This is an optimization exercise on Yosys and OpenROAD, whose aim is small area, a short achievable clock period and few clock cycles per item, not a production implementation. In this exercise RTL edits were held to simulation tests only and were not proved equivalent to the original.

==> flow/design.v, too long to show whole: its modules and the start of the top module <==
// module complex_square_lane: 962 lines
// module csq_final_r: 101 lines
// module csq_final_p: 8 lines
// module nch_complex_square: 83 lines
module nch_complex_square
#(
    parameter int WIDTH = 16,
    parameter int NCH   = 4,
    parameter int FRAC  = 14
) (
    input  logic                 clk,
    input  logic                 rst,
    input  logic [NCH*WIDTH-1:0] inReal,
    input  logic [NCH*WIDTH-1:0] inImag,
    input  logic                 inMode,
    input  logic                 inValid,
    output logic                 inReady,
    output logic [NCH*WIDTH-1:0] outReal,
    output logic [NCH*WIDTH-1:0] outImag,
    output logic                 outValid,
    input  logic                 outReady,
    output logic [NCH-1:0]       satFlag
);
  // ...
==> flow/run.sh <==
#!/bin/bash
# synth_recipe.tcl (not shown) runs the flow's synth.tcl, then flattens the netlist and writes it again
# the make line also repeats each setting of config.mk as NAME=value (left out here)
make -C /OpenROAD-flow-scripts/flow DESIGN_CONFIG=/design/flow/config.mk WORK_HOME=/design/flow/orfs CLKGATE_MAP_FILE= SYNTH_SCRIPT=/design/flow/synth_recipe.tcl finish
==> flow/config.mk <==
export PLATFORM = sky130hd
export DESIGN_NAME = nch_complex_square
export DESIGN_NICKNAME = nch_complex_square
export VERILOG_FILES = /design/flow/design.v
export SDC_FILE = /design/flow/constraint.sdc
export NUM_CORES = 4
export LEC_CHECK = 0
export CAP_MARGIN = 20
export CORE_MARGIN = 2
export CORE_UTILIZATION = 40
export SETUP_SLACK_MARGIN = 5.0
export SLEW_MARGIN = 20
==> flow/constraint.sdc <==
create_clock -name core_clock -period 9.0 [get_ports {clk}]
set_input_delay 1.8000 -clock core_clock [delete_from_list [all_inputs] [get_ports {clk}]]
set_output_delay 1.8000 -clock core_clock [all_outputs]
set_load 0.01 [all_outputs]
==> results.sh, run 1 <==
export IMPL_status="timing/DRC/antenna clean"
export IMPL_setup_viol=0
export IMPL_nNonClkInverters=1429
export IMPL_slowest_delay_ns=0.15
export IMPL_floorplan_die_area_mm2=0.211
export IMPL_synth_compound_area_share_pct=8.68
export IMPL_clock_sinks=717
export IMPL_clk_share_pct=3.22
export IMPL_wl_per_cell_um=19.8
export IMPL_sh_seq_area_pct=22.7
export IMPL_grt_overflow=0
export IMPL_finalClockSkew_ns=0.0414
export IMPL_layout_worst_path_cycle_share_pct=46.0
export IMPL_insertion_delay_ns=0.74
export IMPL_critPathTopFamily="buffers and inverters"
export IMPL_drv_slew=0
export IMPL_arrival_ns=2.34
export IMPL_min_delay_start="s2Valid$_DFFE_PP0P_"
export IMPL_met3_usage_pct=3.38
export IMPL_slowest_stage="buf_12"
export IMPL_reg_top3="s2R (273), s2P (180)"
export IMPL_layout_commonest_cell="inv_1"
export IMPL_path_clk_slew_ns=0.06
export IMPL_hold_viol_final=0
export IMPL_endpoint="inReady"
export IMPL_r2r_cells=15
export IMPL_synthSimpleGateAreaFrac_pct=8.24
export IMPL_synth_top_family_by_area="adder cells"
export IMPL_synthTopCellsByArea="fa_1, edfxtp_1, ha_1"
export IMPL_coreArea_mm2=0.207
export IMPL_worst_slack_ns=4.86
export IMPL_fp_dieW_um=460
export IMPL_cts_root_buf="clkbuf_16"
export IMPL_clockBufferDepth=3
export IMPL_die_h_um=460
export IMPL_synth_distinct_cells=84
export IMPL_hold_depth=1
export IMPL_hold_end="outValid$_DFFE_PP0P_"
export IMPL_top_layer_used="met5"
Testbench counts, summed over its fixed seeds: cycles 12,024, items 12,000.
==> module csq_final_p, before the edit <==
module csq_final_p (
    input  logic [45:0] bits,
    output logic [18:0] top
);
    logic [22:0] sum;
    assign sum = {bits[44], bits[42], bits[40], bits[38], bits[36], bits[34], bits[32], bits[30], bits[28], bits[26], bits[24], bits[22], bits[20], bits[18], bits[16], bits[14], bits[12], bits[10], bits[8], bits[6], bits[4], bits[2], bits[0]} + {1'b0, bits[43], bits[41], bits[39], bits[37], bits[35], bits[33], bits[31], bits[29], bits[27], bits[25], bits[23], bits[21], bits[19], bits[17], bits[15], bits[13], bits[11], bits[9], bits[7], bits[5], bits[3], bits[1]} + 23'(bits[45]);
    assign top = sum[22:4];
endmodule
==> inputs of run 2 (changes only) <==
--- a/flow/design.v
+++ b/flow/design.v
@@ -1,13 +1,13 @@
 package nch_csq_pkg;
     localparam logic MODE_SQUARE = 1'b0;
     localparam logic MODE_MAG2   = 1'b1;
     localparam int   RBITS = 71;
-    localparam int   PBITS = 46;
+    localparam int   PBITS = 45;
 endpackage
 module complex_square_lane (
     input  logic [15:0] a,
     input  logic [15:0] b,
     input  logic        mode,
     output logic [nch_csq_pkg::RBITS-1:0] rBits,
     output logic [nch_csq_pkg::PBITS-1:0] pBits
 );
@@ -959,17 +959,17 @@
     assign p_219 = bp7_13 ^ p_167 ^ p_166;
     assign p_220 = (bp7_13 & p_167) | (p_166 & (bp7_13 ^ p_167));
     assign p_221 = ~bp6_16 ^ bp7_14 ^ p_168;
     assign p_222 = (~bp6_16 & bp7_14) | (p_168 & (~bp6_16 ^ bp7_14));
     assign p_223 = ~bp7_15;
     assign p_224 = bp7_15;
     assign pLow = {1'b0, {p_180, p_178, p_176, p_174, p_172, p_170, p_169, bp0_1, bn0}} + {1'b0, {p_181, p_179, p_177, p_175, p_173, p_171, bp1_0, 1'b0, bp0_0}};
     assign rBits = {rLow[10], (1'b1 ^ sub), r_63, r_62, (1'b1 ^ sub), r_61, r_60, (qb_211 ^ sub), r_59, r_58, (qb_209 ^ sub), r_57, r_56, (qb_207 ^ sub), r_55, r_54, (qb_205 ^ sub), r_53, r_52, (qb_203 ^ sub), r_51, r_50, (qb_201 ^ sub), r_49, r_48, (qb_199 ^ sub), r_47, r_46, (qb_197 ^ sub), r_45, r_44, (qb_195 ^ sub), r_43, r_42, (qb_193 ^ sub), r_41, r_40, (qb_191 ^ sub), r_39, r_38, (qb_189 ^ sub), r_37, r_36, (qb_187 ^ sub), r_35, r_34, (qb_185 ^ sub), r_33, r_32, (qb_183 ^ sub), r_31, r_30, (qb_181 ^ sub), r_29, r_28, (qb_179 ^ sub), r_27, r_26, (qb_177 ^ sub), r_25, r_24, (qb_175 ^ sub), r_23, r_22, (qb_173 ^ sub), r_21, r_20, r_82, (qb_171 ^ sub), r_19, r_18};
-    assign pBits = {pLow[9], 1'b1, ~bp7_16, p_224, p_223, p_222, p_221, p_220, p_219, p_218, p_217, p_216, p_215, p_214, p_213, p_212, p_211, p_210, p_209, p_208, p_207, p_206, p_205, p_204, p_203, p_202, p_201, p_200, p_199, p_198, p_197, p_196, p_195, p_194, p_193, p_192, p_191, p_190, p_189, p_188, p_187, p_186, p_185, p_184, p_183, p_182};
+    assign pBits = {pLow[9], ~bp7_16, p_224, p_223, p_222, p_221, p_220, p_219, p_218, p_217, p_216, p_215, p_214, p_213, p_212, p_211, p_210, p_209, p_208, p_207, p_206, p_205, p_204, p_203, p_202, p_201, p_200, p_199, p_198, p_197, p_196, p_195, p_194, p_193, p_192, p_191, p_190, p_189, p_188, p_187, p_186, p_185, p_184, p_183, p_182};
 endmodule
 module csq_final_r (
     input  logic [70:0] bits,
     output logic [18:0] top
 );
     logic [22:0] sum;
     logic f_1, f_2, f_3, f_4, f_5, f_6, f_7, f_8, f_9, f_10, f_11, f_12, f_13, f_14, f_15, f_16, f_17, f_18, f_19, f_20, f_21, f_22, f_23, f_24, f_25, f_26, f_27, f_28, f_29, f_30, f_31, f_32, f_33, f_34, f_35, f_36, f_37, f_38, f_39, f_40, f_41, f_42, f_43, f_44, f_45, f_46, f_47, f_48, f_49, f_50, f_51, f_52, f_53, f_54, f_55, f_56, f_57, f_58, f_59, f_60, f_61, f_62, f_63, f_64, f_65, f_66, f_67, f_68, f_69, f_70, f_71, f_72, f_73, f_74, f_75, f_76, f_77, f_78, f_79, f_80, f_81, f_82, f_83, f_84, f_85, f_86, f_87, f_88, f_89, f_90, f_91, f_92;
     assign f_1 = bits[0] ^ bits[1];
@@ -1063,21 +1063,21 @@
     assign f_89 = bits[66] ^ f_42 ^ f_43;
     assign f_90 = (bits[66] & f_42) | (f_43 & (bits[66] ^ f_42));
     assign f_91 = bits[69] ^ f_44 ^ f_45;
     assign f_92 = (bits[69] & f_44) | (f_45 & (bits[69] ^ f_44));
     assign sum = {f_90, f_88, f_86, f_84, f_82, f_80, f_78, f_76, f_74, f_72, f_70, f_68, f_66, f_64, f_62, f_60, f_58, f_56, f_54, f_52, f_50, f_48, f_47} + {f_91, f_89, f_87, f_85, f_83, f_81, f_79, f_77, f_75, f_73, f_71, f_69, f_67, f_65, f_63, f_61, f_59, f_57, f_55, f_53, f_51, f_49, f_1} + 23'(bits[70]);
     assign top = sum[22:4];
 endmodule
 module csq_final_p (
-    input  logic [45:0] bits,
+    input  logic [44:0] bits,
     output logic [18:0] top
 );
     logic [22:0] sum;
-    assign sum = {bits[44], bits[42], bits[40], bits[38], bits[36], bits[34], bits[32], bits[30], bits[28], bits[26], bits[24], bits[22], bits[20], bits[18], bits[16], bits[14], bits[12], bits[10], bits[8], bits[6], bits[4], bits[2], bits[0]} + {1'b0, bits[43], bits[41], bits[39], bits[37], bits[35], bits[33], bits[31], bits[29], bits[27], bits[25], bits[23], bits[21], bits[19], bits[17], bits[15], bits[13], bits[11], bits[9], bits[7], bits[5], bits[3], bits[1]} + 23'(bits[45]);
+    assign sum = {1'b1, bits[42], bits[40], bits[38], bits[36], bits[34], bits[32], bits[30], bits[28], bits[26], bits[24], bits[22], bits[20], bits[18], bits[16], bits[14], bits[12], bits[10], bits[8], bits[6], bits[4], bits[2], bits[0]} + {1'b0, bits[43], bits[41], bits[39], bits[37], bits[35], bits[33], bits[31], bits[29], bits[27], bits[25], bits[23], bits[21], bits[19], bits[17], bits[15], bits[13], bits[11], bits[9], bits[7], bits[5], bits[3], bits[1]} + 23'(bits[44]);
     assign top = sum[22:4];
 endmodule
 module nch_complex_square
 #(
     parameter int WIDTH = 16,
     parameter int NCH   = 4,
     parameter int FRAC  = 14
 ) (
==> flow/flow/run.sh (new file) <==
#!/bin/bash
# Layout flow: the standard layout, with two changes:
# - synthesis: the coarse-to-fine synth step runs without its quick ABC pass,
#   so that extract_fa sees the design's full adders as written (the ABC pass
#   rewrites their polarity and leaves inverters between adders). The final
#   ABC mapping, the flip-flop mapping and the rest are the standard ones.
# - placement: every input and output port still gets its buffer, but a plain
#   buf_1 (resized later where timing needs it) instead of the delay cell
#   clkdlybuf4s50_1 that buffer_ports picks by default.
set -euo pipefail
work=$(pwd)
# The synthesis script: the standard flow's own, with its synth wrapper adding -noabc to
# the "fine:" run only.
sed '1s/.*/proc synth {args} { if {[lsearch -exact $args "fine:"] >= 0} { yosys synth -nofsm -noshare -noabc {*}$args } else { yosys synth -nofsm -noshare {*}$args } }/' \
  "$work/synth_recipe.tcl" > "$work/noabc_synth.tcl"
grep -q 'noabc' "$work/noabc_synth.tcl"
sed "s#/synth_recipe.tcl#/noabc_synth.tcl#" "$work/standard.sh" > "$work/noabc_standard.sh"
grep -q 'noabc_synth.tcl' "$work/noabc_standard.sh"
bash "$work/noabc_standard.sh" "BUFFER_PORTS_ARGS=-buffer_cell sky130_fd_sc_hd__buf_1" finish > "$work/flow_make.log" 2>&1
==> flow/standard.sh (new file) <==
#!/bin/bash
# synth_recipe.tcl (not shown) runs the flow's synth.tcl, then flattens the netlist and writes it again
# the make line also repeats each setting of config.mk as NAME=value (left out here)
make -C /OpenROAD-flow-scripts/flow DESIGN_CONFIG=/design/flow/config.mk WORK_HOME=/design/flow/orfs CLKGATE_MAP_FILE= SYNTH_SCRIPT=/design/flow/synth_recipe.tcl "${@:-finish}"
==> flow/config.mk (replaced) <==
export PLATFORM = sky130hd
export DESIGN_NAME = nch_complex_square
export DESIGN_NICKNAME = nch_complex_square
export VERILOG_FILES = /design/flow/design.v
export SDC_FILE = /design/flow/constraint.sdc
export NUM_CORES = 4
export LEC_CHECK = 0
export CAP_MARGIN = 20
export CORE_MARGIN = 2
export CORE_UTILIZATION = 40
export SETUP_SLACK_MARGIN = 4.85
export SLEW_MARGIN = 20
removed: flow/run.sh
==> results.sh, run 2 <==
export IMPL_htree_levels=3
export IMPL_hold_viol_final=0
export IMPL_dp_cells=9379
export IMPL_synthXorXnorAreaFrac_pct=9.74
export IMPL_hold_slack_ns=0.472
export IMPL_synth_seq_cells=717
export IMPL_cts_inserted_buffers=93
export IMPL_drt_iter0_drc=3425
export IMPL_arrival_ns=2.27
export IMPL_synth_largest_area_cell="fa_1"
export IMPL_status="timing/DRC/antenna clean"
export IMPL_hold_buffers=0
export IMPL_layout_common_cells="fa_1, and2_1, edfxtp_1, xnor2_1, ha_1"
export IMPL_setup_worst_path_start="outReady"
export IMPL_yosys_top_cells_count="fa_1, and2_1, edfxtp_1"
export IMPL_cts_tree="yes"
export IMPL_die_h_um=452
export IMPL_fmaxAchievable_mhz=246
export IMPL_drive_gt1_share_pct=7.09
export IMPL_start_util_pct=40.3
export IMPL_cts_root_buf="clkbuf_16"
export IMPL_synthAdderAreaFrac_pct=40.4
export IMPL_portBuffers=266
export IMPL_start_kind="input port"
export IMPL_drv_slew=0
export IMPL_fp_dieW_um=452
export IMPL_ys_flop_type="edfxtp_1"
export IMPL_drcViolationCount=0
export IMPL_grt_pass1_wl_mm=322
export IMPL_period_needed_ns=4.07
export IMPL_grt_use_total_pct=19.9
export IMPL_worstPathCellList="buf_2 > nand2b_4 > buf_12"
export IMPL_final_antenna_net_count=0
export IMPL_path_clk_slew_ns=0.06
export IMPL_clock_sinks=717
export IMPL_coreArea_mm2=0.200
export IMPL_slowest_stage="nand2b_4"
export IMPL_syn_num_nets=8827
export IMPL_cp_required_ns=7.20
export IMPL_wl_mm=200
export IMPL_fin_tns_setup_ns=0
export IMPL_critPathKind="in -> out"
export IMPL_reg_top3="s2R (273), s2P (180)"
export IMPL_synth_top_family_by_area="adder cells"
export IMPL_cp_max_fo=2
export IMPL_layout_commonest_cell="fa_1"
export IMPL_fin_area_mm2=0.0884
export IMPL_seq_area_mm2=0.0215
export IMPL_grt_pass1_vias=56400
export IMPL_syn_to_final_growth_pct=9.93
export IMPL_final_cell_count_no_fill=9621
export IMPL_post_dp_cell_area_mm2=0.0840
export IMPL_place_ws_ns=4.00
export IMPL_r2r_start="s1Imag[41]$_DFFE_PP_"
export IMPL_rows=164
export IMPL_largest_register="s2R"
export IMPL_yosys_mux_area_fraction_pct=0.134
export IMPL_hold_class="reg -> reg"
export IMPL_dr_pass1_iters=6
export IMPL_ios=267
export IMPL_endpoint_kind="output port"
export IMPL_insertion_delay_ns=0.73
export IMPL_nets=8902
export IMPL_worst_slack_ns=4.93
export IMPL_yosys_area_top_type_share_pct=29.8
export IMPL_largest_reg_flops=273
export IMPL_synthArstFlopShare_pct=0.418
export IMPL_clockBufferDepth=3
export IMPL_antenna_found_initial=5
export IMPL_routed_via_count=51600
export IMPL_floorplan_die_area_mm2=0.205
export IMPL_synth_compound_area_share_pct=9.31
export IMPL_synth_area_per_cell_um2=11.8
export IMPL_multiInputGateArea_mm2=0.0560
export IMPL_drv_cap=0
export IMPL_netlist_area_mm2=0.0805
export IMPL_finalClockSkew_ns=0.0333
export IMPL_gp_congestion=0.837
export IMPL_grt_setup_unrepaired="true"
export IMPL_fill_cells=18600
export IMPL_ys_seq_area_share_pct=26.7
export IMPL_yosysMostFrequentCell="fa_1"
export IMPL_grt_max_degree=181
export IMPL_yosysWarningCount=1
export IMPL_synthSimpleGateAreaFrac_pct=9.55
export IMPL_grt_overflow=0
export IMPL_dpl_hpwl_mm=139
export IMPL_synthTopCellsByArea="fa_1, edfxtp_1, ha_1"
export IMPL_vias_per_cell=5.36
export IMPL_slew_headroom_pct=27.0
export IMPL_min_delay_start="s2Valid$_DFFE_PP0P_"
export IMPL_slowest_delay_ns=0.16
export IMPL_tightest_slew_ns=1.09
export IMPL_synth_edf_count=714
export IMPL_synth_distinct_cells=94
export IMPL_post_route_util_pct=44.3
export IMPL_syn_inst=6811
export IMPL_setup_viol=0
export IMPL_layout_worst_path_cycle_share_pct=45.2
export IMPL_wl_per_cell_um=20.8
run 2: cell types whose count changed after synthesis, moves of 16 or more:
cell     change
a21o_1      +34
a21oi_1     -44
and2_1     +237
inv_1     -1057
nand2_1    -100
nor2_1     -120
o21a_1      +18
o21ai_0     -38
o21ai_1     +18
o21ai_2     +19
o31ai_1     -16
xnor2_1    +252
xor2_1     -255
run 2: worst paths after layout:
check / endpoint / slack, ns / cells past startpoint
worst max-delay path: inReady / 4.93 / 3
worst min-delay path: outValid$_DFFE_PP0P_ / 0.47 / 1
worst max register to register: s2P[115]$_DFFE_PP_ / 4.94 / 11
worst min register to register: outValid$_DFFE_PP0P_ / 0.47 / 1
max in group asynchronous: s1Valid$_DFFE_PP0P_ / 7.95 / 2
min in group asynchronous: outValid$_DFFE_PP0P_ / 0.92 / 2
run 2: cell type report:
class                   count  area share, %
clock inverters            61          0.830
repair buffers            475           3.40
flip-flops and latches    717           24.3
clock buffers             111           2.78
diodes                      2        0.00566
well taps                2656           3.76
multi-input cells        5238           63.4
inverters                 361           1.54
run 2: worst max-delay path, delay by kind of cell:
family                 cells  cell delay, ns
buffers and inverters      2            0.28
and+or+nand+nor            1            0.16
run 2: kinds of logic after synthesis:
kind of cell               Yosys count
AOI/OAI and AO/OA                 1043
xor gates and xnor gates           892
adders and majority gates         1883
buffers and inverters              857
DFF                                717
muxes                               10
and+or+nand+nor                   1409
run 2: what timing repair did:
item,in CTS,in global routing
endpoints found under the setup margin,197,302
gates cloned,1,1
setup buffers,12,54
hold endpoints to repair,0,0
pin swaps,3,7
gates resized for setup,54,62
run 2: routing by layer:
metal | wire length (um) | up-vias | part of all wire, % | GRT usage, %
met5 | 12 | - | 0.0060 | 0
met4 | 6120 | 2 | 3.1 | 6.57
met2 | 97400 | 1279 | 49 | 33.3
met3 | 10300 | 275 | 5.2 | 2.67
met1 | 85900 | 26900 | 43 | 26.7
li1 | - | 23100 | - | -
Testbench counts of run 2, summed over its fixed seeds: cycles 12,024, items 12,000.
==> inputs of run 3 (changes only) <==
--- a/flow/config.mk
+++ b/flow/config.mk
@@ -10,3 +10,4 @@
 export CORE_UTILIZATION = 40
 export SETUP_SLACK_MARGIN = 4.85
 export SLEW_MARGIN = 20
+export TNS_END_PERCENT = 0
==> results.sh, run 3 <==
export IMPL_status="timing/DRC/antenna clean"
export IMPL_wl_per_cell_um=20.9
export IMPL_grt_pass1_vias=56600
export IMPL_yosys_top_cells_count="fa_1, and2_1, edfxtp_1"
export IMPL_coreArea_mm2=0.200
export IMPL_setup_worst_path_start="outReady"
export IMPL_worst_slack_ns=4.71
export IMPL_synth_largest_area_cell="fa_1"
export IMPL_regToRegEndpoint="s2P[115]$_DFFE_PP_"
export IMPL_hold_viol_final=0
export IMPL_tightest_slew_ns=0.995
export IMPL_syn_num_nets=8827
export IMPL_yosysMostFrequentCell="fa_1"
export IMPL_clock_sinks=717
export IMPL_synth_distinct_cells=94
export IMPL_critPathKind="in -> out"
export IMPL_insertion_delay_ns=0.74
export IMPL_fmaxAchievable_mhz=233
export IMPL_grt_setup_unrepaired="true"
export IMPL_ys_seq_area_share_pct=26.7
export IMPL_endpoint="inReady"
export IMPL_cts_root_buf="clkbuf_16"
export IMPL_finalClockSkew_ns=0.0356
export IMPL_cp_max_fo=3
export IMPL_portBuffers=266
export IMPL_htree_levels=3
export IMPL_synth_area_per_cell_um2=11.8
export IMPL_fin_tns_setup_ns=0
export IMPL_routed_via_count=51500
export IMPL_grt_use_total_pct=20.1
export IMPL_grt_pass1_wl_mm=323
export IMPL_reg_top3="s2R (273), s2P (180)"
export IMPL_synth_edf_count=714
export IMPL_drt_iter0_drc=3492
export IMPL_floorplan_die_area_mm2=0.205
export IMPL_cp_required_ns=7.20
export IMPL_yosysWarningCount=1
export IMPL_wl_mm=200
export IMPL_antenna_found_initial=4
export IMPL_slowest_delay_ns=0.29
export IMPL_grt_overflow=0
export IMPL_clockBufferDepth=3
export IMPL_largest_register="s2R"
export IMPL_syn_to_final_growth_pct=8.73
export IMPL_fp_dieW_um=452
export IMPL_dpl_hpwl_mm=139
export IMPL_r2r_start="s1Imag[41]$_DFFE_PP_"
export IMPL_yosys_area_top_type_share_pct=29.8
export IMPL_cts_tree="yes"
export IMPL_syn_inst=6811
export IMPL_vias_per_cell=5.38
export IMPL_setup_viol=0
export IMPL_layout_commonest_cell="fa_1"
export IMPL_arrival_ns=2.49
export IMPL_drv_slew=0
export IMPL_die_h_um=452
export IMPL_layout_worst_path_cycle_share_pct=47.6
export IMPL_synth_seq_cells=717
export IMPL_largest_reg_flops=273
export IMPL_final_antenna_net_count=0
export IMPL_place_ws_ns=3.96
export IMPL_hold_class="reg -> reg"
export IMPL_path_clk_slew_ns=0.06
export IMPL_start_util_pct=40.3
export IMPL_gp_congestion=0.832
export IMPL_synthTopCellsByArea="fa_1, edfxtp_1, ha_1"
export IMPL_ios=267
export IMPL_period_needed_ns=4.29
export IMPL_r2r_cells=11
export IMPL_dr_pass1_iters=7
export IMPL_endpoint_kind="output port"
export IMPL_grt_max_degree=148
export IMPL_drcViolationCount=0
export IMPL_drive_gt1_share_pct=6.30
export IMPL_layout_common_cells="fa_1, and2_1, edfxtp_1, xnor2_1, ha_1"
export IMPL_rows=164
export IMPL_ys_flop_type="edfxtp_1"
export IMPL_hold_slack_ns=0.466
export IMPL_netlist_area_mm2=0.0805
export IMPL_slew_headroom_pct=33.7
export IMPL_r2r_slack_ns=4.78
export IMPL_cts_inserted_buffers=91
export IMPL_start_kind="input port"
export IMPL_nets=8855
export IMPL_slowest_stage="nand2b_4"
export IMPL_drv_cap=0
export IMPL_worstPathCellList="buf_2 > nand2b_4 > buf_4"
export IMPL_synthArstFlopShare_pct=0.418
## run 3: cell counts after synthesis
Identical to the previous run, type by type.
## run 3: cell type report
type,instances,area (um^2)
Timing Repair Buffer,429,2340
Clock buffer,105,2350
Clock inverter,66,746
Tap cell,2656,3320
Multi-Input combinational cell,5239,55800
Antenna cell,2,5.00
Sequential cell,717,21500
Fill cell,18600,112000
Inverter,361,1360
## run 3: kinds of logic after synthesis
kind of cell | count (synthesis) | synth area share (%)
adders and majority gates | 1883 | 40.4
and+or+nand+nor | 1409 | 9.55
AOI/OAI and AO/OA | 1043 | 9.31
xor gates and xnor gates | 892 | 9.74
buffers and inverters | 857 | 4.07
DFF | 717 | 26.7
muxes | 10 | 0.134
## run 3: worst min-delay path by stage
stage,start,endpoint,slack [ns],cells past startpoint
global placement,s2Valid$_DFFE_PP0P_,outValid$_DFFE_PP0P_,0.44,1
CTS,s2Valid$_DFFE_PP0P_,outValid$_DFFE_PP0P_,0.47,1
global route,s2Valid$_DFFE_PP0P_,outValid$_DFFE_PP0P_,0.51,1
finish,s2Valid$_DFFE_PP0P_,outValid$_DFFE_PP0P_,0.47,1
detailed placement,s2Valid$_DFFE_PP0P_,outValid$_DFFE_PP0P_,0.46,1
floorplan,s2Valid$_DFFE_PP0P_,outValid$_DFFE_PP0P_,0.43,1
## run 3: timing repair
action	in CTS	in global routing
pin swaps	1	2
cloned	2	0
setup buffers	9	8
endpoints found under the setup margin	236	365
gates resized for setup	15	36
hold buffers	0	0
## run 3: stage by stage
stage / utilization, % / instances / instance area (um^2)
after floorplan: - / 6811 / 80500
after global placement: 42.0 / 9383 / 84000
after detailed placement: 42.0 / 9383 / 84000
after CTS: 43.7 / 9565 / 87300
after global routing: 43.8 / 9574 / 87500
final: 43.8 / 9575 / 87500
## run 3: critical path: cells and delay by family
kind | cells | cell delay, ns
and+or+nand+nor | 1 | 0.29
buffers and inverters | 2 | 0.37
## run 3: layer usage
layer,global-route usage (%),share of wire [%]
met1,26.9,43
met3,2.95,5.3
met4,7.62,3.6
met5,0,0
met2,32.9,48

static timing again, ports no longer ideal:
How much do the figures lean on ideal ports? The routed layouts below were timed once more, with nothing changed but the port constraints.
Step 1 (the two cells are an assumption about what drives the block):
set clk [get_ports {clk}]
set_driving_cell -lib_cell sky130_fd_sc_hd__clkbuf_16 $clk
set_driving_cell -lib_cell sky130_fd_sc_hd__buf_2 [delete_from_list [all_inputs] $clk]
Step 2 times the ports against the registers' clock, not the clock port: input delays grow and output delays shrink by t, the midpoint of the rising clock arrivals with the driver on.
Three values: no drivers, after step 1, after step 2; two values: the first two.
run | t, ns | slack for setup (ns) | worst register clock-pin slew, ns
run 1 | 0.811 | 4.862 / 4.832 / 4.399 | 0.07 / 0.07
run 2 | 0.793 | 4.928 / 4.905 / 4.250 | 0.07 / 0.07
run 3 | 0.806 | 4.714 / 4.690 / 4.071 | 0.07 / 0.07
After both steps setup and hold are still met in every run listed. For run 2, which loses most, drivers alone change the setup slack by -0.023 ns; drivers and shift together by -0.678 ns.
